Background: an optimization exercise with open tools, aiming at small area and a short achievable clock period. Do not read the settings as production practice. Where RTL was checked, it was by simulation tests only, not by an equivalence proof against the original. Power figures rest on the tool's default switching activity, not on a simulated workload.

==> module regfile, before the edit <==
module regfile #(
    parameter int data_width = 32
) (
    input  logic                  clk,
    input  logic                  arst_n,
    input  logic [4:0]            rs1_addr,
    input  logic [4:0]            rs2_addr,
    input  logic                  rs2_en,
    input  logic                  fwd1,
    input  logic                  fwd2,
    input  logic [data_width-1:0] fwd_data,
    input  logic [4:0]            wr_addr_d,   
    input  logic                  wr_en,
    input  logic [data_width-1:0] wr_data,
    output logic [data_width-1:0] rs1_data,
    output logic [data_width-1:0] rs2_data
);
    logic [31:1] written;
    logic [31:1] we;
    logic [31:1] wr_hot;       
    logic [31:1] readable;
    logic        rs2_en_n;
    assign rs2_en_n = ~rs2_en;
    logic [31:1] sel1, sel2;
    logic [data_width-1:0] regs [1:31];
    for (genvar r = 1; r < 32; r++) begin : g_reg
        always_ff @(posedge clk) begin
            wr_hot[r] <= wr_addr_d == 5'(r);
        end
        assign we[r]        = wr_en && wr_hot[r];
        assign readable[r]  = written[r] && !we[r];
        always_ff @(posedge clk or negedge arst_n) begin
            if (!arst_n) written[r] <= 1'b0;
            else if (we[r]) written[r] <= 1'b1;
        end
        always_ff @(posedge clk) begin
            if (we[r]) regs[r] <= wr_data;
        end
    end
    rf_dec rd1_dec (.addr(rs1_addr), .en(readable),  .sel(sel1));
    rf_dec rd2_dec (.addr(rs2_addr), .en(readable),  .sel(sel2));
    for (genvar i = 0; i < data_width; i++) begin : g_col
        logic [31:0] col;
        for (genvar r = 1; r < 32; r++) begin : g_bit
            assign col[r] = regs[r][i];
        end
        assign col[0] = fwd_data[i];
        rf_col rd1_col (.sel({sel1, fwd1}), .d(col), .en_n(1'b0),    .y(rs1_data[i]));
        rf_col rd2_col (.sel({sel2, fwd2}), .d(col), .en_n(rs2_en_n), .y(rs2_data[i]));
    end
endmodule
==> module exec_core, before the edit <==
module exec_core #(
    parameter int data_width = riscv_pkg::xlen
) (
    input  logic                  clk,
    input  logic                  arst_n,
    input  logic [31:0]           inst,
    input  logic                  inst_valid,
    output logic [data_width-1:0] result,
    output logic [4:0]            result_rd,
    output logic                  result_valid,
    output logic                  branch_taken
);
    logic [31:0] rs1_data, rs2_data, res, res_int, k, imm;
    logic        valid_q, wb_q, wb_d;
    logic [4:0]  rd_q;
    logic        rs2_en, fwd1, fwd2;
    logic        sub, sel_add, lp, lg, lui, sel_sll, sel_sr, sra;
    logic        lt_signed, sel_lt, br_eq, br_lt, br_inv;
    riscv_pkg::stage_t st_d, st_q;
    decode_ctrl decode_ctrl_inst (
        .inst       (inst),
        .inst_valid (inst_valid),
        .fwd_valid  (wb_q),
        .fwd_rd     (rd_q),
        .wb         (wb_d),
        .rs2_en     (rs2_en),
        .fwd1       (fwd1),
        .fwd2       (fwd2),
        .k          (k),
        .imm        (imm),
        .sub        (sub),
        .sel_add    (sel_add),
        .lp         (lp),
        .lg         (lg),
        .lui        (lui),
        .sel_sll    (sel_sll),
        .sel_sr     (sel_sr),
        .sra        (sra),
        .lt_signed  (lt_signed),
        .sel_lt     (sel_lt),
        .br_eq      (br_eq),
        .br_lt      (br_lt),
        .br_inv     (br_inv)
    );
    regfile #(.data_width(32)) regfile_inst (
        .clk      (clk),
        .arst_n   (arst_n),
        .rs1_addr (inst[19:15]),
        .rs2_addr (inst[24:20]),
        .rs2_en   (rs2_en),
        .fwd1     (fwd1),
        .fwd2     (fwd2),
        .fwd_data (res_int),
        .wr_addr_d (inst[11:7]),
        .wr_en    (wb_q),
        .wr_data  (res_int),
        .rs1_data (rs1_data),
        .rs2_data (rs2_data)
    );
    decode_alu decode_alu_inst (
        .a         (rs1_data),
        .s2        (rs2_data),
        .k         (k),
        .imm       (imm),
        .sub       (sub),
        .sel_add   (sel_add),
        .lp        (lp),
        .lg        (lg),
        .lui       (lui),
        .sel_sll   (sel_sll),
        .sel_sr    (sel_sr),
        .sra       (sra),
        .lt_signed (lt_signed),
        .sel_lt    (sel_lt),
        .br_eq     (br_eq),
        .br_lt     (br_lt),
        .br_inv    (br_inv),
        .st        (st_d)
    );
    always_ff @(posedge clk or negedge arst_n) begin
        if (!arst_n) begin
            valid_q <= 1'b0;
            wb_q    <= 1'b0;
        end else begin
            valid_q <= inst_valid;
            wb_q    <= wb_d;
        end
    end
    always_ff @(posedge clk) begin
        rd_q <= inst[11:7];
        st_q <= st_d;
    end
    alu_exec alu_exec_inst (
        .st     (st_q),
        .result     (res),
        .result_int (res_int),
        .taken      (branch_taken)
    );
    assign result       = res;
    assign result_rd    = rd_q;
    assign result_valid = valid_q;
endmodule
Settings: LEC_CHECK=0, CAP_MARGIN=20, CORE_MARGIN=2, CORE_UTILIZATION=40, PLACE_DENSITY=0.6, SETUP_SLACK_MARGIN=5, SLEW_MARGIN=20, SYNTH_HIERARCHICAL=1, SYNTH_MINIMUM_KEEP_SIZE=0, TNS_END_PERCENT=100; clock period 10.0 ns.
standard.sh (not shown) runs the stock make flow with config.mk's settings and CLKGATE_MAP_FILE= SYNTH_SCRIPT=/design/flow/synth_recipe.tcl, a recipe that flattens the netlist after the stock synthesis.
==> flow/flow/run.sh <==
#!/bin/bash
# Own layout flow: the standard layout (standard.sh) with these changes.
#  1. DONT_USE_CELLS adds the full and half adder cells (fa, ha) and the
#     clkdlybuf4s delay buffers to the platform's list (flow/dont_use.txt
#     holds the whole list), so synthesis maps adders to plain gates and
#     port buffering and repair use ordinary buffers.
#  2. After synthesis, a22oi_2 and a21oi_2 cells (what synthesis makes of
#     the design's single-gate modules) start at size 1, and the gates of
#     the register file's read decoders and columns get drive strengths
#     that suit their loads (flow/swap.tcl, rules in flow/settings.sh).
#  3. Clock tree synthesis without dummy loads, with small sink clusters
#     (flow/settings.sh).
#  4. Timing repair aims at a shorter period than the design's clock
#     (setup margin from flow/settings.sh) on all endpoints.
# Everything else (synthesis script, floorplan, power grid, placement,
# routing, the clock period and constraints) is the standard flow.
# Each tool's full output goes to a log file here (flow_*.log); ORFS also
# writes each step's log under orfs/logs/.
set -euo pipefail
source flow/settings.sh
du="$(cat flow/dont_use.txt)"
vars=("DONT_USE_CELLS=$du" "CTS_ARGS=$CTS_ARGS" "SETUP_SLACK_MARGIN=$MARGIN" "TNS_END_PERCENT=$TNS")
res="orfs/results/${FLOW_PLATFORM:-sky130hd}/exec_core/base"

bash standard.sh "${vars[@]}" synth > flow_synth.log 2>&1
ODB_IN="$res/1_synth.odb" ODB_OUT="$res/1_synth.odb" SWAP="$SWAP" SIZE="${SIZE:-}" \
  openroad -no_init -exit flow/swap.tcl > flow_swap.log 2>&1
touch "$res/1_synth.sdc"
bash standard.sh "${vars[@]}" finish > flow_finish.log 2>&1
Other scripts of this flow, unchanged in this note and not shown: flow/flow/dont_use.txt, flow/flow/settings.sh, flow/flow/swap.tcl
The baseline passed the timing, DRC and antenna checks.
==> next run, changes <==
--- a/flow/design.v
+++ b/flow/design.v
@@ -82,5 +82,5 @@
     input  logic                  fwd2,
     input  logic [data_width-1:0] fwd_data,
-    input  logic [4:0]            wr_addr_d,   
+    input  logic [4:0]            wr_addr,
     input  logic                  wr_en,
     input  logic [data_width-1:0] wr_data,
@@ -90,5 +90,4 @@
     logic [31:1] written;
     logic [31:1] we;
-    logic [31:1] wr_hot;       
     logic [31:1] readable;
     logic        rs2_en_n;
@@ -97,8 +96,5 @@
     logic [data_width-1:0] regs [1:31];
     for (genvar r = 1; r < 32; r++) begin : g_reg
-        always_ff @(posedge clk) begin
-            wr_hot[r] <= wr_addr_d == 5'(r);
-        end
-        assign we[r]        = wr_en && wr_hot[r];
+        assign we[r]        = wr_en && (wr_addr == 5'(r));
         assign readable[r]  = written[r] && !we[r];
         always_ff @(posedge clk or negedge arst_n) begin
@@ -512,5 +508,5 @@
         .fwd2     (fwd2),
         .fwd_data (res_int),
-        .wr_addr_d (inst[11:7]),
+        .wr_addr  (rd_q),
         .wr_en    (wb_q),
         .wr_data  (res_int),
Outcome: The changed run finished clean; maximum frequency grows by a few percent; clock-buffer cell count shrinks by 1; power shrinks slightly; combinational power shrinks by a few percent; cell area shrinks slightly; die area shrinks slightly.
Only the layout flow was run in the first run of this note; the RTL was not checked for function there.

==> re-timing with driven ports <==
How much do the figures lean on ideal ports? The routed layouts below were timed once more, with nothing changed but the port constraints.
Step 1 assumes that a clkbuf_16 drives the clock port and a buf_2 every other input.
Step 2, shift: input delay + t, output delay - t, t = (earliest + latest rising clock arrival at the registers) / 2. This alone moves slack from input paths to output paths.
Three values: ideal ports, drivers, drivers and shift; two values: the first two.
run	t, ns	setup slack, ns	worst hold slack (ns)	worst slew at a driven data input, ns	cell pins on the clock port's net
the first run	0.890	5.209 / 5.229 / 4.339	0.459 / 0.459 / 0.459	0.10	1
the second run	0.963	5.366 / 5.412 / 4.449	0.468 / 0.468 / 0.468	0.17	1
After both steps every run listed still meets setup and hold. For the second run, which loses most, drivers alone change the setup slack by +0.046 ns; drivers and shift together by -0.917 ns.
